From an optimization exercise on the open Yosys and OpenROAD flow, aimed at small area and a short achievable clock period; shortcuts taken in it are not production practice. Where RTL was checked, it was by simulation tests only, not by an equivalence proof against the original. Power is estimated from default activity; no workload was simulated.

// tdisto_accum
module tdisto_accum (
  input  logic        clk,
  input  logic        rst_n,
  input  logic        start,
  input  logic [15:0] tlambda,
  input  logic [31:0] sum_a,
  input  logic        done_a,
  input  logic [31:0] sum_b,
  input  logic        done_b,
  output logic        busy,
  output logic [31:0] disto,
  output logic        disto_valid,
  output logic        err
);
For scale: roughly 1700 cells after synthesis, about 140 flip-flops, roughly 120 I/O pins, roughly 14000 µm² of cells after synthesis.
Settings: LEC_CHECK=0, CAP_MARGIN=20, CORE_MARGIN=2, CORE_UTILIZATION=60, SETUP_SLACK_MARGIN=2.8, SLEW_MARGIN=20; clock period 7.0 ns.
standard.sh (not shown) runs the stock make flow with config.mk's settings and CLKGATE_MAP_FILE= SYNTH_SCRIPT=/design/flow/synth_recipe.tcl, a recipe that flattens the netlist after the stock synthesis.
==> flow/flow/run.sh <==
#!/bin/bash
# The standard layout, with plain buffers on the ports instead of the
# delay-cell buffers that buffer_ports picks by default.
set -euo pipefail
export BUFFER_PORTS_ARGS="-buffer_cell sky130_fd_sc_hd__buf_1"
bash standard.sh finish > standard_flow.log 2>&1
The first run completed without violations.
Then changed:
SETUP_SLACK_MARGIN = 2.5   (was 2.8)
Outcome: Total power decreases by about 13%. Sequential share of layout area goes up by 1.2 points. Clock skew hardly moves. Global-route usage is lower by 0.82 points. Routed wire length goes down by 6.1%. Clock power is lower by about 2%.
No run of this note included a check of the RTL's function; only the layout flow was run.

* * *

tdisto_accum, a different RTL version from the one above (not shown whole).
Size: ~150 flip-flops, about 120 I/O pins, ~14000 µm² of cells after synthesis.
clock: 7.0 ns
lec_check: 0
cap_margin: 20
core_margin: 2
core_utilization: 60
setup_slack_margin: 2.5
slew_margin: 20
Scripts as last shown in full above: flow/flow/run.sh
Rerun with:
--- a/flow/config.mk
+++ b/flow/config.mk
@@ -11 +11 @@
-export SETUP_SLACK_MARGIN = 2.5
+export SETUP_SLACK_MARGIN = 2.8
Outcome: The new run finished with timing, DRC and antenna clean. Global-route usage goes up by 1.2 points. Die area does not change. Count of clock-buffer cells in the layout is unchanged. Cell count goes up by 0.63%. Utilization goes up by 1.6 points.
No run of this note included a check of the RTL's function; only the layout flow was run.

* * *

north:
Another version of the RTL of tdisto_accum (not shown whole).
Size: roughly 1800 cells after synthesis, ~210 flip-flops, roughly 120 I/O pins.
export LEC_CHECK = 0
export CAP_MARGIN = 20
export CORE_MARGIN = 2
export CORE_UTILIZATION = 60
export SETUP_SLACK_MARGIN = 2.5
export SLEW_MARGIN = 20
create_clock -name core_clock -period 7.0 [get_ports {clk}]
Scripts as last shown in full above: flow/flow/run.sh
north | stages: all done | timing, DRC, antenna: all pass
Relative to north, the following input files were edited for south:
- ABC_AREA now 1, previously not set
--- outcome ---
Every stage of the flow completed for south, and the final layout passed the timing, design-rule and antenna checks. Compared with north, in south count of vias placed by the detailed router went up; post-route fraction of the period consumed by the critical path fell 2.6 points. south vs north — first-pass GRT wire length rose 30%. Between north and south, the flow reports number of buffers added by the clock tree synthesis step increasing by a few percent. Comparing relative area of non-clock buffer cells in the final design for south and north, the smaller number came from south. The sequential cell area fraction in the yosys report in south was lower than what north gave. Any difference in clock skew between north and south is small enough to ignore. Clock-buffer cell count for south: 8 up relative to north. In the reports for south and north, the larger count of plain and timing-repair buffers in the layout belongs to north. Compare south and north | post-layout utilization of the core higher: north. north vs south, largest family of logic cells by synthesized area: compound AO/OA/AOI/OAI gates vs simple AND/OR/NAND/NOR gates.
For east, these inputs were changed with respect to south:
- ABC_AREA: 1 -> unset
- SETUP_SLACK_MARGIN: 2.5 -> 3.1
Findings:
From south to east the numbers moved as follows: area of the die went down; proportion of synthesized flip-flops having asynchronous set or reset did not really move; worst hold slack did not really move; via count of the routed design went down. The share of cell area taken by flip-flops and latches in east was higher than what south gave. Looking at arrival time at the worst endpoint across east and south, the one that comes out higher is east. Routed wire length for east is lower than for south. Setup slack: east less than south. Comparing south against east, there is no change at all in total congestion overflow. Compound-gate portion of the synthesized area up 5.7 points in east wrt south.
Edits applied to the flow inputs when going from east to west:
- a change of SETUP_SLACK_MARGIN from 3.1 to 2.8
==> comparison <==
- The run with more routed wire is east, not west.
- Going from east to west, final cell count went down 19, final worst hold slack went up 0.0064 ns.
- Compared with east, west shows a higher sequential fraction of design power.
- In the metrics for west and east, the one carrying the higher via count is east.
- NOTE: fraction of power spent switching nets in west falls short of that of east
- west against east: reg-to-reg setup timing slack has remained practically unchanged, leakage dissipation went down, final total power shrank by 0.38 mW, post-layout worst setup margin moved up.

* * *

try-maple:
Another version of the RTL of tdisto_accum (not shown whole).
Size in the first run: ~1600 cells after synthesis, about 200 flip-flops, about 120 I/O pins.
export LEC_CHECK = 0
export CAP_MARGIN = 20
export CORE_MARGIN = 2
export CORE_UTILIZATION = 60
export SETUP_SLACK_MARGIN = 2.0
export SLEW_MARGIN = 20
create_clock -name core_clock -period 7.0 [get_ports {clk}]
run.sh (not shown) runs the stock make flow with config.mk's settings and CLKGATE_MAP_FILE= SYNTH_SCRIPT=/design/flow/synth_recipe.tcl, a recipe that flattens the netlist after the stock synthesis.
Stock flow here: none of the scripts above is used.
Looking at the reports, try-maple completed the entire flow and the layout it produced met the timing, design-rule and antenna checks.
Setup changes, try-maple to try-indigo
- swapping 2.0 for 3.0 in SETUP_SLACK_MARGIN
Compared with try-maple, in try-indigo count of clock-buffer cells in the layout fell 1; met2 wirelength from detailed routing shows an increase of about 30%; sequential power saw little to no change; power share of the combinational group went up 8.7 points; final core utilization climbed 8.7 points.
Layout-stage area growth over the synthesis result in try-indigo vs try-maple: up 14 points
Routing usage on met1: try-indigo and try-maple compared, higher one is try-indigo
### try-indigo -> try-willow
- ABC_AREA newly set to 1
- SETUP_SLACK_MARGIN changed from 3.0 to 2.5
### Flow results
Comparing basic-gate share of the synthesized area counting and, or, nand and nor cells for try-indigo and try-willow, the bigger number came from try-willow.
[compare] base=try-indigo new=try-willow: weighted congestion reported at the end of routability-driven placement saw an increase, proportion of cell area occupied by multi-input gates went down by 2.0 points, number of violations reported at the end of detailed-routing iteration 0 went up, total chip power rose by 4.2%.
Timing-limited maximum frequency: try-willow > try-indigo
Relative to try-indigo, the non-filler instance count after layout of try-willow is higher by 16%.
Changes observed in try-willow relative to try-indigo: met3 capacity usage during global routing now sits lower; worst setup slack rose by 0.48 ns; non-clock buffer count lost 30%.
Function was not checked in any run of this note: the RTL went through the layout flow alone.

* * *

tdisto_accum, a different RTL version from the one above (not shown whole).
Size in the first run: roughly 230 flip-flops, roughly 120 I/O pins.
## tdisto_accum
module tdisto_accum (
  input  logic        clk,
  input  logic        rst_n,
  input  logic        start,
  input  logic [15:0] tlambda,
  input  logic [31:0] sum_a,
  input  logic        done_a,
  input  logic [31:0] sum_b,
  input  logic        done_b,
  output logic        busy,
  output logic [31:0] disto,
  output logic        disto_valid,
  output logic        err
);
clock: 7.0 ns
lec_check: 0
cap_margin: 20
core_margin: 2
core_utilization: 60
setup_slack_margin: 3.5
slew_margin: 20
Then changed:
--- a/flow/config.mk
+++ b/flow/config.mk
@@ -9,4 +9,4 @@
 export CORE_MARGIN = 2
 export CORE_UTILIZATION = 60
-export SETUP_SLACK_MARGIN = 3.5
+export SETUP_SLACK_MARGIN = 3.0
 export SLEW_MARGIN = 20
The new run went through all stages and came out clean.
Sequential power hardly moves.
Wire length is lower by 4.7%.
Clock skew fell by 4.2 ps.
Die area stays the same.
Worst hold slack is worse by 14 ps.
Via count came out lower by 1.5%.
Then changed:
--- a/flow/config.mk
+++ b/flow/config.mk
@@ -9,4 +9,4 @@
 export CORE_MARGIN = 2
 export CORE_UTILIZATION = 60
-export SETUP_SLACK_MARGIN = 3.0
+export SETUP_SLACK_MARGIN = 2.5
 export SLEW_MARGIN = 20
Outcome: Cell count fell by 2.2%. Maximum frequency barely changes. Design area fell by 6.0%. Total power fell by 11%. Via count fell by 4.9%. Setup slack gets worse by 8.4 ps. First-iteration DRC count fell by 30%. Utilization fell by 4.7 points.
Then changed:
==> flow/flow/run.sh (new file) <==
#!/bin/bash
# The standard layout, with plain buffers on the ports instead of the
# delay-cell buffers that buffer_ports picks by default.
set -euo pipefail
export BUFFER_PORTS_ARGS="-buffer_cell sky130_fd_sc_hd__buf_1"
bash standard.sh finish > standard_flow.log 2>&1
==> flow/standard.sh (new file) <==
#!/bin/bash
# synth_recipe.tcl (not shown) runs the flow's synth.tcl, then flattens the netlist and writes it again
# the make line also repeats each setting of config.mk as NAME=value (left out here)
make -C /OpenROAD-flow-scripts/flow DESIGN_CONFIG=/design/flow/config.mk WORK_HOME=/design/flow/orfs CLKGATE_MAP_FILE= SYNTH_SCRIPT=/design/flow/synth_recipe.tcl "${@:-finish}"
removed: flow/run.sh
Result: The changed run went through all stages and came out clean; synthesized cell count does not change; cell area is lower by a few percent; register-to-register slack degrades by 150 ps; count of clock-buffer cells in the layout climbs by 7; via count falls by a few percent; clock skew grows by 3.5 ps; routed wire length drops by a few percent; worst hold slack improved by 3.4 ps.
Then changed:
==> flow/run.sh (new file) <==
#!/bin/bash
# synth_recipe.tcl (not shown) runs the flow's synth.tcl, then flattens the netlist and writes it again
# the make line also repeats each setting of config.mk as NAME=value (left out here)
make -C /OpenROAD-flow-scripts/flow DESIGN_CONFIG=/design/flow/config.mk WORK_HOME=/design/flow/orfs CLKGATE_MAP_FILE= SYNTH_SCRIPT=/design/flow/synth_recipe.tcl finish
--- a/flow/config.mk
+++ b/flow/config.mk
@@ -6,4 +6,5 @@
 export NUM_CORES = 4
 export LEC_CHECK = 0
+export ABC_AREA = 1
 export CAP_MARGIN = 20
 export CORE_MARGIN = 2
removed: flow/flow/run.sh
removed: flow/standard.sh
Result: The changed run produced a clean layout; global-route usage rises by 5.7 points; routed wire length is higher by 32%; die area is higher by 7.0%.
No functional check of the RTL was part of any run of this note.

* * *

## old
Another version of the RTL of tdisto_accum (not shown whole).
Size in the first run: ~150 flip-flops, about 120 I/O pins, ~15000 sq um of cells after synthesis.
==> flow/config.mk <==
export PLATFORM = sky130hd
export DESIGN_NAME = tdisto_accum
export DESIGN_NICKNAME = tdisto_accum
export VERILOG_FILES = /design/flow/design.v
export SDC_FILE = /design/flow/constraint.sdc
export NUM_CORES = 4
export LEC_CHECK = 0
export CAP_MARGIN = 20
export CORE_MARGIN = 2
export CORE_UTILIZATION = 60
export SETUP_SLACK_MARGIN = 2.7
export SLEW_MARGIN = 20
==> flow/constraint.sdc <==
create_clock -name core_clock -period 7.0 [get_ports {clk}]
set_input_delay 1.4000 -clock core_clock [delete_from_list [all_inputs] [get_ports {clk}]]
set_output_delay 1.4000 -clock core_clock [all_outputs]
set_load 0.01 [all_outputs]
standard.sh (not shown) runs the stock make flow with config.mk's settings and CLKGATE_MAP_FILE= SYNTH_SCRIPT=/design/flow/synth_recipe.tcl, a recipe that flattens the netlist after the stock synthesis.
==> flow/flow/run.sh <==
#!/bin/bash
# The standard layout, with plain buffers on the ports instead of the
# delay-cell buffers that buffer_ports picks by default.
set -euo pipefail
export BUFFER_PORTS_ARGS="-buffer_cell sky130_fd_sc_hd__buf_1"
bash standard.sh finish > standard_flow.log 2>&1
Per the final summary, old finished and its layout is clean on timing, DRC and antenna.
For new, these inputs were changed with respect to old:
--- a/flow/config.mk
+++ b/flow/config.mk
@@ -8,5 +8,5 @@
 export CAP_MARGIN = 20
 export CORE_MARGIN = 2
-export CORE_UTILIZATION = 60
-export SETUP_SLACK_MARGIN = 2.7
+export CORE_UTILIZATION = 50
+export SETUP_SLACK_MARGIN = 2.8
 export SLEW_MARGIN = 20
- Comparing critical path data arrival time for old and new, the smaller number came from new.
- Diff old -> new | number of standard cells in the final layout excluding fillers | increase of about 3.5%
- Of the two values seen for end point of the critical path, v_q[28] was produced by new and v_q[12] by old.
- Taking old as the reference, in new top achievable clock speed +about 2%; clock group share of total power -1.0 points.

==> re-timing with driven ports <==
No port has a modelled driver above. Below, the same layouts with a new extraction and two added sets of constraints. Step 1: set_driving_cell puts a clkbuf_16 on clk and a buf_2 on each other input, an assumption about the parent block. Step 2 moves the port delays by t, midway between the first and last clock arrival at a register: inputs arrive t later, outputs are due t later. That takes back most of the time a late clock gives input paths. a / b / c = no drivers / after step 1 / after step 2; a / b = the first two.
| run | t (ns) | setup slack, ns | worst hold slack (ns) | worst setup path after step 2 | worst register clock-pin slew, ns |
|---|---|---|---|---|---|
| the first run of note 1 | 0.484 | 2.677 / 2.677 / 2.459 | 0.488 / 0.488 / 0.488 | input to register | 0.07 / 0.07 |
| the second run of note 1 | 0.493 | 2.575 / 2.575 / 2.359 | 0.485 / 0.485 / 0.485 | input to register | 0.07 / 0.07 |
| the first run of note 2 | 0.476 | 2.470 / 2.470 / 2.190 | 0.428 / 0.428 / 0.428 | input to register | 0.07 / 0.07 |
| the second run of note 2 | 0.472 | 2.438 / 2.438 / 2.407 | 0.429 / 0.429 / 0.429 | input to register | 0.07 / 0.07 |
| north | 0.586 | 2.545 / 2.545 / 2.362 | 0.480 / 0.480 / 0.480 | input to register | 0.07 / 0.07 |
| south | 0.579 | 2.727 / 2.727 / 2.727 | 0.481 / 0.481 / 0.481 | register to register | 0.06 / 0.06 |
| east | 0.585 | 2.643 / 2.643 / 2.643 | 0.481 / 0.481 / 0.481 | register to register | 0.07 / 0.07 |
| west | 0.587 | 2.657 / 2.657 / 2.416 | 0.488 / 0.488 / 0.488 | input to register | 0.07 / 0.07 |
| try-maple | 0.498 | 2.031 / 2.031 / 2.031 | 0.434 / 0.434 / 0.434 | register to register | 0.10 / 0.10 |
| try-indigo | 0.498 | 2.022 / 2.022 / 2.022 | 0.433 / 0.433 / 0.433 | register to register | 0.09 / 0.09 |
| try-willow | 0.495 | 2.497 / 2.497 / 2.497 | 0.452 / 0.452 / 0.452 | register to register | 0.09 / 0.09 |
| the first run of note 5 | 0.605 | 2.696 / 2.696 / 2.582 | 0.441 / 0.441 / 0.441 | input to register | 0.07 / 0.07 |
| the second run of note 5 | 0.601 | 2.627 / 2.627 / 2.500 | 0.427 / 0.427 / 0.427 | input to register | 0.07 / 0.07 |
| the third run of note 5 | 0.597 | 2.619 / 2.619 / 2.065 | 0.423 / 0.423 / 0.423 | input to register | 0.06 / 0.06 |
| the fourth run of note 5 | 0.581 | 2.468 / 2.468 / 2.220 | 0.426 / 0.426 / 0.426 | input to register | 0.06 / 0.06 |
| the fifth run of note 5 | 0.610 | 2.606 / 2.606 / 2.136 | 0.475 / 0.475 / 0.475 | input to register | 0.07 / 0.07 |
| old | 0.496 | 2.754 / 2.754 / 2.577 | 0.455 / 0.455 / 0.455 | input to register | 0.08 / 0.08 |
| new | 0.504 | 2.838 / 2.838 / 2.571 | 0.448 / 0.448 / 0.448 | input to register | 0.07 / 0.07 |
After both steps every run listed still meets setup and hold. For the third run of note 5, which loses most, drivers alone change the setup slack by 0.000 ns; drivers and shift together by -0.554 ns.
